Context: an optimization exercise on an open-source flow, tuned for small area and a short achievable clock period. The choices shown serve that exercise and are no tape-out recipe.
Only simulation tests tie the RTL to the original design; equivalence was not proved.
Power is estimated from default activity; no workload was simulated.

$ cat flow/run.sh
#!/bin/bash
# synth_recipe.tcl (not shown) runs the flow's synth.tcl, then flattens the netlist and writes it again
# the make line also repeats each setting of config.mk as NAME=value (left out here)
make -C /OpenROAD-flow-scripts/flow DESIGN_CONFIG=/design/flow/config.mk WORK_HOME=/design/flow/orfs CLKGATE_MAP_FILE= SYNTH_SCRIPT=/design/flow/synth_recipe.tcl finish
$ cat flow/config.mk
export PLATFORM = sky130hd
export DESIGN_NAME = ahb_mem
export DESIGN_NICKNAME = ahb_mem
export VERILOG_FILES = /design/flow/design.v
export SDC_FILE = /design/flow/constraint.sdc
export NUM_CORES = 4
export LEC_CHECK = 0
export ABC_CLOCK_PERIOD_IN_PS = 2500
export CAP_MARGIN = 20
export CORE_MARGIN = 2
export CORE_UTILIZATION = 55
export SETUP_SLACK_MARGIN = 2.0
export SLEW_MARGIN = 20
export SYNTH_HIERARCHICAL = 1
export SYNTH_MINIMUM_KEEP_SIZE = 0
export TNS_END_PERCENT = 5
$ cat flow/constraint.sdc
create_clock -name core_clock -period 5.0 [get_ports {i_clk_ahb}]
set_input_delay 1.0000 -clock core_clock [delete_from_list [all_inputs] [get_ports {i_clk_ahb}]]
set_output_delay 1.0000 -clock core_clock [all_outputs]
set_load 0.01 [all_outputs]
$ cat flow/design.v
package ahb_mem_pkg;
    localparam int AHB_ADDR_W = 32;                     
    localparam int AHB_DATA_W = 32;                     
    typedef struct packed {
        logic                  htrans;                  
        logic                  hwrite;                  
        logic [AHB_ADDR_W-1:0] haddr;                   
    } ahb_req_t;
    typedef struct packed {
        logic                  valid;                   
        logic                  rd0_wr1;                 
        logic [AHB_ADDR_W-1:0] addr;                    
        logic [AHB_DATA_W-1:0] wr_data;                 
    } mem_req_t;
    typedef struct packed {
        logic                  ready;                   
        logic                  rd_valid;                
        logic [AHB_DATA_W-1:0] rd_data;                 
    } mem_rsp_t;
endpackage
`timescale 1ns/1ps
module ahb_mem (
    input  logic        i_clk_ahb,                              
    input  logic        i_rstn_ahb,                             
    input  logic        i_htrans,                               
    input  logic        i_hwrite,                               
    input  logic [31:0] i_haddr,                                
    input  logic [31:0] i_hwdata,                               
    output logic        o_hready,                               
    output logic [31:0] o_hrdata                                
);
    localparam int NW = 128;                                    
    logic        hready_q;                                      
    logic [1:0]  wait_q;                                        
    logic        wr_q;                                          
    logic [31:0] rdata_q;                                       
    logic [31:0] mem_q [NW];                                    
    logic [NW-1:0] dec;                                         
    logic [NW-1:0] sel_q;                                       
    logic [31:0] rd_word;                                       
    logic [31:0] mem_d [NW];                                    
    logic        phase_q;                                       
    logic [31:0] wcol;                                          
    logic        hready_d;                                      
    logic        stall_q;                                       
    always_comb begin
        if (hready_q)              hready_d = !(i_htrans && !i_hwrite);
        else                       hready_d = (wait_q == 2'd0);
    end
    always_ff @(posedge i_clk_ahb or negedge i_rstn_ahb) begin
        if (!i_rstn_ahb) begin
            hready_q <= 1'b1;
            stall_q  <= 1'b0;
            wait_q   <= 2'd0;
            wr_q     <= 1'b0;
        end else begin
            hready_q <= hready_d;
            stall_q  <= !hready_d;
            wr_q     <= hready_q && i_htrans && i_hwrite;
            if (hready_q)               wait_q <= i_haddr[12] ? 2'd2 : 2'd0;
            else if (wait_q != 2'd0)    wait_q <= wait_q - 2'd1;
        end
    end
    logic [6:0]  addr_q;                                        
    logic [6:0]  addr_cur;                                      
    assign addr_cur = hready_q ? {i_haddr[12], i_haddr[7:2]} : addr_q;
    always_comb begin
        for (int w = 0; w < NW; w++) dec[w] = (addr_cur == 7'(w));
    end
    always_ff @(posedge i_clk_ahb) begin
        addr_q <= addr_cur;
        sel_q  <= dec;
    end
    always_ff @(posedge i_clk_ahb or negedge i_rstn_ahb) begin
        if (!i_rstn_ahb) phase_q <= 1'b0;
        else             phase_q <= !phase_q;
    end
    assign wcol = i_hwdata ^ {32{phase_q}};                     
    for (genvar w = 0; w < NW; w++) begin : g_word
        logic we;
        assign we = wr_q && sel_q[w];
        for (genvar b = 0; b < 32; b++) begin : g_bit
            ahb_mem_oai2 cell_i (
                .i_hold (!we),
                .i_we   (we),
                .i_q    (mem_q[w][b]),
                .i_d    (wcol[b]),
                .o_n    (mem_d[w][b])
            );
        end
        always_ff @(posedge i_clk_ahb) begin
            mem_q[w] <= mem_d[w];
        end
    end
    localparam int NG = (NW + 2) / 3;                           
    logic [31:0] grp_n [NG];                                    
    logic [31:0] or4 [(NG + 3) / 4];                            
    for (genvar g = 0; g < NG; g++) begin : g_grp
        localparam int W0 = 3 * g;
        for (genvar b = 0; b < 32; b++) begin : g_bit
            ahb_mem_aoi3 aoi_i (
                .i_sel ({(W0 + 2 < NW) ? sel_q[W0 + 2] : 1'b0, sel_q[W0 + 1], sel_q[W0]}),
                .i_d0  (mem_q[W0][b]),
                .i_d1  (mem_q[W0 + 1][b]),
                .i_d2  ((W0 + 2 < NW) ? mem_q[W0 + 2][b] : 1'b0),
                .o_n   (grp_n[g][b])
            );
        end
    end
    always_comb begin
        for (int k = 0; k < (NG + 3) / 4; k++) begin
            or4[k] = '0;
            for (int g = 4 * k; g < 4 * k + 4 && g < NG; g++) or4[k] = or4[k] | ~grp_n[g];
        end
        rd_word = '0;
        for (int k = 0; k < (NG + 3) / 4; k++) rd_word = rd_word | or4[k];
    end
    always_ff @(posedge i_clk_ahb) begin
        rdata_q <= rd_word ^ {32{phase_q}};
    end
    assign o_hready = !stall_q;
    assign o_hrdata = rdata_q;
endmodule
module ahb_mem_aoi3 (
    input  logic [2:0] i_sel,
    input  logic       i_d0,
    input  logic       i_d1,
    input  logic       i_d2,
    output logic       o_n
);
    assign o_n = ~((i_sel[0] & i_d0) | (i_sel[1] & i_d1) | (i_sel[2] & i_d2));
endmodule
module ahb_mem_oai2 (
    input  logic i_hold,                                        
    input  logic i_we,                                          
    input  logic i_q,
    input  logic i_d,
    output logic o_n
);
    assign o_n = ~((i_q | i_we) & (i_d | i_hold));
endmodule
==> flow_summary.yaml, run 1 <==
status:
  status: "finished clean"
floorplanning:
  start_util_pct: 55.4
  rows: 178
  fp.dieW_um: 491
  die_h_um: 491
  ios: 101
  die-area_um2: 241000
  core-area_um2: 236000
sta:
  grt_setup_unrepaired: "true"
  fmax_mhz: 286
  finalCritPeriodShare_pct: 69.9
  skew_ps: 32.9
  setup_slack_ps: 1510
  setup_tns_ps: 0
  finalHoldViolCount: 0
  slew_viol_final: 0
  setup_viol: 0
  max_slew_margin_pct: 15.1
  fin_hold_ws_ps: 268
  tightestPinTransition_ps: 1270
  period_minus_slack_ps: 3490
synth:
  synth_area_leader_cell: "dfxtp_1"
  ys_types: 32
  yosysTopAreaCellShare_pct: 65.4
  ys_ff_latch: 4269
  synth_area_leaders: "dfxtp_1 (65%), o22ai_1 (20%), a222oi_1 (11%)"
  synth.avg_cell_area_um2: 12.1
  ys_seq_area_share_pct: 65.5
  yosys_warnings: 13
  syn_area_um2: 130000
  ys.flop_type: "dfxtp_1"
  synth_edf_count: 0
  async_flop_share_pct: 0.141
  syn_inst: 10800
power:
  power.leakage_nw: 57.0
  ir_drop_v: 0.000487
  p_total_mw: 87.8
  power_density_nw_per_um2: 564
layout:
  mostFrequentLayoutCells: "dfxtp_1 (4,208), o22ai_1 (4,096), a222oi_1 (1,376)"
  layout-drive-gt1-share_pct: 11.4
  syn_to_final_growth_pct: 19.2
  fin_nets: 11900
  mostFrequentLayoutCell: "dfxtp_1"
worst_setup_path:
  crit_path_max_fanout: 33
  crit_buf_inv: 1
  path_class: "reg -> reg"
  cp_data_required_time_ps: 5850
  slowest_stage: "nor4_4"
  cpPeakStageDelay_ps: 1170
  setup.worst_path.start_class: "flop"
  cp.depth: 6
  end_kind: "flop"
  reg2reg_depth: 6
  cp_top_family: "simple AND/OR/NAND/NOR gates"
  worstReg2RegStart: "sel_q[12]$_DFF_P_"
  crit_chain: "buf_12 > a222oi_1 > nand4_1 > nor4_4 > nand3_1 > xnor2_1"
  crit_arrival_ps: 4340
  startpoint: "sel_q[12]$_DFF_P_"
clock_network:
  ctsHtreeMaxLevel: 5
  clkSinkCount: 4269
  cts.path.max_buffers: 4
  clkSlewWorstSetupHoldPaths_ps: 60
  worstSkewPairLatency_ps: 990
  root_buffer: "clkbuf_16"
  cts.hold.buffers_added: 0
  cts_tree: "done"
  cts_buffers: 422
detailed_routing:
  wire_per_inst_um: 35.2
  vias_per_cell: 7.80
  drc_errors: 0
  ant_nets: 0
  drt_wl_total_um: 538000
  drt_iter0_drc: 21200
  vias: 119000
  dr.pass1.iters: 11
job:
  max_cap_viol_count: 0
place:
  dp_hpwl_um: 316000
  port_buffers: 75
  dp_slack_ps: 1460
  gp_congestion: 0.910
global_route:
  grtUsageTotal_pct: 42.5
  grt_pass1_wl_um: 773000
  gr-total-overflow: 0
  grt_max_degree: 129
  grt_pass1_vias: 114000
  grt_antenna_before_repair: 15
min_path:
  hold_class: "in -> async"
## repair_timing
item,CTS,global route
hold endpoints to repair,0,0
gates cloned,3,0
setup endpoints to repair,381,636
resized for setup,75,28
pin swaps,76,59
setup buffers,13,8
## metal layers
layer	part of all wire, %	GRT usage (%)	up-vias
met1	37	54.8	59600
met2	42	62.0	8435
li1	-	-	49700
met5	0.011	0	-
met4	7.8	29.0	10
met3	13	11.7	1595
## report_power, final
group          internal [mW]  switching [mW]
Clock                   18.8            13.2
Sequential              42.2            4.63
Combinational           4.32            4.69
## cell families (layout without fill, tap and decap cells)
kind of cell / after synthesis / after routing / share of synthesized area (%)
buf+inv: 171 / 1487 / 0.519
simple gates: 778 / 778 / 3.15
xor+xnor: 65 / 65 / 0.436
other cells: 1 / 70 / 0.00287
mux: 4 / 4 / 0.0316
compound gates: 5484 / 5484 / 30.3
fa+ha+maj: 1 / 1 / 0.00959
flops: 4269 / 4269 / 65.5
## per-stage QoR
stage / util, % / instances / cell area (um^2)
6_report: 66.0 / 15300 / 156000
5_1_grt: 66.0 / 15300 / 155000
4_1_cts: 65.8 / 15300 / 155000
3_5_place_dp: 59.7 / 14500 / 141000
3_3_place_gp: 59.6 / 14500 / 141000
2_1_floorplan: - / 10800 / 131000
## area by class of cell
| type | count | area (um^2) |
|---|---|---|
| diodes | 6 | 15.0 |
| fillers | 18100 | 80100 |
| clock buffers | 594 | 12200 |
| inverters | 140 | 529 |
| well taps | 3150 | 3940 |
| multi-input cells | 6396 | 45800 |
| flip-flops and latches | 4269 | 85600 |
| repair buffers | 617 | 5770 |
| clock inverters | 136 | 1680 |
## worst register-to-register path, stage by stage, from the launching register on
cell,delay [ps]
dfxtp_1,320
buf_12,190
a222oi_1,610
nand4_1,680
nor4_4,1170
nand3_1,220
xnor2_1,190
## registers in the layout (all words and copies together) (netlist names)
name and cells:
stall_q 1, hready_q 1, wr_q 1, rdata_q 32
sel_q 128, phase_q 1, addr_q 7, mem_q 4096
wait_q 2
## modules after synthesis, one instance, submodules excluded
module	cells inside	cell area (um^2)
ahb_mem	5301	91100
ahb_mem_aoi3	1	10.0
ahb_mem_oai2	1	6.26
## path summary, 6_finish.rpt
check                                   endpoint  slack [ps]
max in group asynchronous     hready_q$_DFF_PN1_        4460
min reg2reg                mem_q[91][22]$_DFF_P_         440
max reg2reg                  rdata_q[12]$_DFF_P_        1510
min in group core_clock    mem_q[91][22]$_DFF_P_         440
max                          rdata_q[12]$_DFF_P_        1510
min                            phase_q$_DFF_PN0_         270
## Yosys cell counts (15+ instances only)
master,instances
nand4_1,320
xnor2_1,32
xor2_1,33
nand2_1,143
o22ai_1,4096
nand3_1,64
dfxtp_1,4263
a222oi_1,1376
clkbuf_1,15
inv_1,139
nor4_1,64
nor3_1,32
nor2_1,133
==> run 2: changes to the inputs <==
--- a/flow/design.v
+++ b/flow/design.v
@@ -33,11 +33,11 @@
     logic        hready_q;                                      
     logic [1:0]  wait_q;                                        
-    logic        wr_q;                                          
+    logic [3:0]  wr_q;                                          
     logic [31:0] rdata_q;                                       
-    logic [31:0] mem_q [NW];                                    
+    logic [NW-1:0][31:0] mem_q;                                    
     logic [NW-1:0] dec;                                         
     logic [NW-1:0] sel_q;                                       
     logic [31:0] rd_word;                                       
-    logic [31:0] mem_d [NW];                                    
+    logic [NW-1:0][31:0] mem_d;                                    
     logic        phase_q;                                       
     logic [31:0] wcol;                                          
@@ -53,9 +53,10 @@
             stall_q  <= 1'b0;
             wait_q   <= 2'd0;
-            wr_q     <= 1'b0;
+            wr_q     <= '0;
         end else begin
             hready_q <= hready_d;
             stall_q  <= !hready_d;
-            wr_q     <= hready_q && i_htrans && i_hwrite;
+            for (int k = 0; k < 4; k++)
+                wr_q[k] <= hready_q && i_htrans && i_hwrite && ({i_haddr[12], i_haddr[7]} == 2'(k));
             if (hready_q)               wait_q <= i_haddr[12] ? 2'd2 : 2'd0;
             else if (wait_q != 2'd0)    wait_q <= wait_q - 2'd1;
@@ -79,5 +80,5 @@
     for (genvar w = 0; w < NW; w++) begin : g_word
         logic we;
-        assign we = wr_q && sel_q[w];
+        assign we = wr_q[w / 32] && sel_q[w];
         for (genvar b = 0; b < 32; b++) begin : g_bit
             ahb_mem_oai2 cell_i (
@@ -94,14 +95,17 @@
     end
     localparam int NG = (NW + 2) / 3;                           
-    logic [31:0] grp_n [NG];                                    
-    logic [31:0] or4 [(NG + 3) / 4];                            
+    logic [NG-1:0][31:0] grp_n;                                    
+    logic [(NG + 3) / 4 - 1:0][31:0] or4;                            
     for (genvar g = 0; g < NG; g++) begin : g_grp
         localparam int W0 = 3 * g;
+        localparam int W2 = (W0 + 2 < NW) ? W0 + 2 : W0;       
+        logic s2;
+        assign s2 = (W0 + 2 < NW) ? sel_q[W2] : 1'b0;
         for (genvar b = 0; b < 32; b++) begin : g_bit
             ahb_mem_aoi3 aoi_i (
-                .i_sel ({(W0 + 2 < NW) ? sel_q[W0 + 2] : 1'b0, sel_q[W0 + 1], sel_q[W0]}),
+                .i_sel ({s2, sel_q[W0 + 1], sel_q[W0]}),
                 .i_d0  (mem_q[W0][b]),
                 .i_d1  (mem_q[W0 + 1][b]),
-                .i_d2  ((W0 + 2 < NW) ? mem_q[W0 + 2][b] : 1'b0),
+                .i_d2  (mem_q[W2][b]),
                 .o_n   (grp_n[g][b])
             );
==> flow/flow/run.sh (new file) <==
#!/bin/bash
# The standard layout (standard.sh), with three changes:
#  - ports are buffered with buf_4 rather than the default delay buffer;
#  - clock tree: larger sink clusters, clkbuf_16 sink buffers and no dummy loads;
#  - setup repair aims below the clock period (SETUP_SLACK_MARGIN) from clock tree
#    synthesis on, where clock latencies are known. If that repair runs too long,
#    the stage is redone with a smaller margin.
# Each call's full output goes to its own log file here; ORFS keeps its per-step
# logs under orfs/logs.
set -uo pipefail
CTS="-sink_clustering_enable -repair_clock_nets -dont_use_dummy_load -sink_clustering_size 25 -sink_clustering_max_diameter 60 -sink_clustering_buffer sky130_fd_sc_hd__clkbuf_16"

bash standard.sh synth floorplan place "BUFFER_PORTS_ARGS=-buffer_cell sky130_fd_sc_hd__buf_4" > flow_place.log 2>&1 || exit 1

if ! timeout 1200 bash standard.sh cts "CTS_ARGS=$CTS" SETUP_SLACK_MARGIN=2.5 > flow_cts.log 2>&1; then
    bash standard.sh clean_cts > flow_clean_cts.log 2>&1
    bash standard.sh cts "CTS_ARGS=$CTS" SETUP_SLACK_MARGIN=1.0 > flow_cts_retry.log 2>&1 || exit 1
fi

if ! timeout 1200 bash standard.sh grt SETUP_SLACK_MARGIN=2.5 > flow_grt.log 2>&1; then
    bash standard.sh clean_grt > flow_clean_grt.log 2>&1
    bash standard.sh grt SETUP_SLACK_MARGIN=0 > flow_grt_retry.log 2>&1 || exit 1
fi

bash standard.sh finish > flow_finish.log 2>&1 || exit 1
==> flow/standard.sh (new file) <==
#!/bin/bash
# synth_recipe.tcl (not shown) runs the flow's synth.tcl, then flattens the netlist and writes it again
# the make line also repeats each setting of config.mk as NAME=value (left out here)
make -C /OpenROAD-flow-scripts/flow DESIGN_CONFIG=/design/flow/config.mk WORK_HOME=/design/flow/orfs CLKGATE_MAP_FILE= SYNTH_SCRIPT=/design/flow/synth_recipe.tcl "${@:-finish}"
--- a/flow/config.mk
+++ b/flow/config.mk
@@ -10,5 +10,4 @@
 export CORE_MARGIN = 2
 export CORE_UTILIZATION = 55
-export SETUP_SLACK_MARGIN = 2.0
 export SLEW_MARGIN = 20
 export SYNTH_HIERARCHICAL = 1
removed: flow/run.sh
==> run 2 against run 1 <==
  * Still clean on timing, DRC and antenna
  * Combinational power fell by 53%
  * First-iteration DRC count decreased by 0.93%
  * Sequential power fell by 19%
  * Clock power down 43%
  * Critical path depth increased by 2
  * Non-clock buffer count is 23 lower
  * Largest cell class unchanged
==> flow_summary.yaml, run 2 <==
detailed_routing:
  dr.pass1.iters: 12
  wl_met1_um: 199000
  dr_wl_met3_um: 65400
  ant_nets: 0
  route.met2.wl_um: 225000
  top_layer: "met5"
  vias_per_cell: 7.95
  drt_wl_total_um: 532000
  vias: 117000
  drc_errors: 0
  drt_iter0_drc: 21000
  wire_per_inst_um: 36.1
global_route:
  grt_antenna_before_repair: 21
  grt_pass1_wl_um: 759000
  grt_max_degree: 129
  grtUsageTotal_pct: 41.8
  gr-total-overflow: 0
  grt_pass1_vias: 109000
sta:
  grt_setup_unrepaired: "true"
  period_minus_slack_ps: 3280
  tightestPinTransition_ps: 1260
  skew_ps: 66.0
  fmax_mhz: 305
  max_slew_margin_pct: 16.0
  finalHoldViolCount: 0
  slew_viol_final: 0
  finalCritPeriodShare_pct: 65.6
  setup_slack_ps: 1720
  setup_tns_ps: 0
  setup_viol: 0
  fin_hold_ws_ps: 416
power:
  ir_drop_v: 0.000404
  power.leakage_nw: 52.4
  p_total_mw: 60.1
  power_density_nw_per_um2: 409
clock_network:
  cts_buffers: 214
  cts.path.max_buffers: 3
  cts_tree: "done"
  root_buffer: "clkbuf_16"
  ctsHtreeMaxLevel: 4
  worstSkewPairLatency_ps: 890
  clkSinkCount: 4272
  clkSlewWorstSetupHoldPaths_ps: 90
floorplanning:
  die_h_um: 491
  core-area_um2: 236000
  rows: 178
  fp.dieW_um: 491
  ios: 101
  die-area_um2: 241000
  start_util_pct: 55.4
worst_setup_path:
  setup.worst_path.start_class: "flop"
  path_class: "reg -> reg"
  crit_path_max_fanout: 6
  cpPeakStageDelay_ps: 870
  crit_top_cell: "buf_4"
  crit_chain: "buf_4 > clkbuf_16 > a222oi_1 > nand4_1 > nor4_2 > buf_4 > nand3_2 > xnor2_1"
  slowest_stage: "a222oi_1"
  end_kind: "flop"
  crit_arrival_ps: 4030
  cp_data_required_time_ps: 5750
layout:
  multi_input_area_um2: 45800
  fin_nets: 11700
  reg.largest.list: "mem_q (4096), sel_q (128), rdata_q (32)"
  syn_to_final_growth_pct: 12.6
  finalInstanceArea_um2: 147000
  mostFrequentLayoutCell: "dfxtp_1"
  final_core_util_pct: 62.4
  fillCellCount: 18900
  regArea_um2: 85700
  largest_register_ffs: 4096
  regMostFlops: "mem_q"
  layout-drive-gt1-share_pct: 9.22
  fin_cells: 14800
  mostFrequentLayoutCells: "dfxtp_1 (4,194), o22ai_1 (4,096), a222oi_1 (1,376)"
synth:
  yosys_warnings: 7
  synth.most_common_cell: "dfxtp_1"
  ys_types: 32
  async_flop_share_pct: 0.211
  synth.avg_cell_area_um2: 12.1
  synth_edf_count: 0
  ys_ff_latch: 4272
  syn_inst: 10800
  synth_area_leader_cell: "dfxtp_1"
  synth_area_leaders: "dfxtp_1 (65%), o22ai_1 (20%), a222oi_1 (11%)"
  yosysTopAreaCellShare_pct: 65.3
  ys_seq_area_share_pct: 65.5
  ys.flop_type: "dfxtp_1"
  syn_area_um2: 131000
  yosys-top-cells-count: "dfxtp_1 (4,263), o22ai_1 (4,096), a222oi_1 (1,376)"
min_path:
  hold_class: "in -> reg"
place:
  port_buffers: 75
  placed_cells_incl_taps: 14500
  placed_cell_area_um2: 140000
  dp_hpwl_um: 316000
  gp_congestion: 0.917
  dp_slack_ps: 1420
status:
  status: "finished clean"
job:
  max_cap_viol_count: 0
run 2: cell count changes after synthesis, moves of 6 or more:
cell	before	now
nand2_4	11	4
nand2_1	143	137
nand2_2	6	12
nand3_2	0	6
run 2: report_power, final:
part           internal [mW]  switching (mW)
sequential              36.2            1.58
combinational           1.56            2.68
clock                   7.59            10.6
run 2: logic make-up after synthesis:
logic type,count (synthesis),synth area share (%)
flops,4272,65.5
compound gates,5485,30.3
other cells,1,0.00287
xor+xnor,65,0.436
simple gates,780,3.16
mux,3,0.0517
buf+inv,171,0.515
fa+ha+maj,1,0.00958
run 2: Yosys stat by module, one instance, submodules excluded:
module,area [um^2],cells
ahb_mem_oai2,6.26,1
ahb_mem_aoi3,10.0,1
ahb_mem,91200,5306
run 2: worst paths after layout:
check / start / end / slack [ps] / cells past startpoint
worst min-delay path: i_hwrite / hready_q$_DFF_PN1_ / 420 / 2
min in group asynchronous: i_rstn_ahb / phase_q$_DFF_PN0_ / 500 / 2
worst min register to register: mem_q[3485]$_DFF_P_ / mem_q[3485]$_DFF_P_ / 440 / 1
max in group asynchronous: i_rstn_ahb / hready_q$_DFF_PN1_ / 4280 / 2
worst max register to register: sel_q[12]$_DFF_P_ / rdata_q[27]$_DFF_P_ / 1720 / 8
worst max-delay path: sel_q[12]$_DFF_P_ / rdata_q[27]$_DFF_P_ / 1720 / 8
run 2: timing repair:
| item | CTS | global route |
|---|---|---|
| resized for setup | 212 | 17 |
| hold endpoints to repair | 8 | 0 |
| setup buffers | 34 | 6 |
| pin swaps | 186 | 38 |
| hold buffers | 1 | 0 |
| setup endpoints to repair | 3373 | 876 |
| gates cloned | 9 | 1 |
run 2: worst max-delay path: cells and delay by family (launching register included):
kind	cells	cell delay [ps]
xor gates and xnor gates	1	160
DFF	1	370
and+or+nand+nor	3	1170
buffers and inverters	3	560
AOI/OAI and AO/OA	1	870
run 2: cell type report:
type | instances | area share, %
repair buffers | 594 | 3.79
clock buffers | 214 | 3.64
diodes | 19 | 0.0323
repair inverters | 6 | 0.0272
flip-flops and latches | 4272 | 58.3
inverters | 141 | 0.431
multi-input cells | 6366 | 31.1
well taps | 3150 | 2.68
run 2: layer usage:
metal / global-route usage, % / vias to the layer above
met5: 0 / -
met4: 29.6 / 20
met3: 11.1 / 1443
met2: 59.6 / 8135
met1: 54.9 / 58800
li1: - / 49000

==> static timing again, ports no longer ideal <==
The results above use ideal ports. As a check the final layouts listed here were re-extracted and re-timed, cells and wires unchanged.
Step 1: set_driving_cell puts a clkbuf_16 on i_clk_ahb and a buf_2 on each other input, an assumption about the parent block.
Step 2 adds t to the input delays and takes it off the output delays; t is the mean of the earliest and latest rising clock arrival at the registers after step 1. Input paths then give back, and output paths get back, about the clock's delay inside the block.
Three values: ideal ports, drivers, drivers and shift; two values: the first two.
run	t (ns)	setup WS [ns]	worst slew at a driven data input, ns
run 1	1.067	1.506 / 1.506 / 1.419	0.05
run 2	0.954	1.722 / 1.722 / 1.722	0.16
After both steps every run listed still meets setup and hold. For run 1, which loses most, drivers alone change the setup slack by 0.000 ns; drivers and shift together by -0.087 ns.
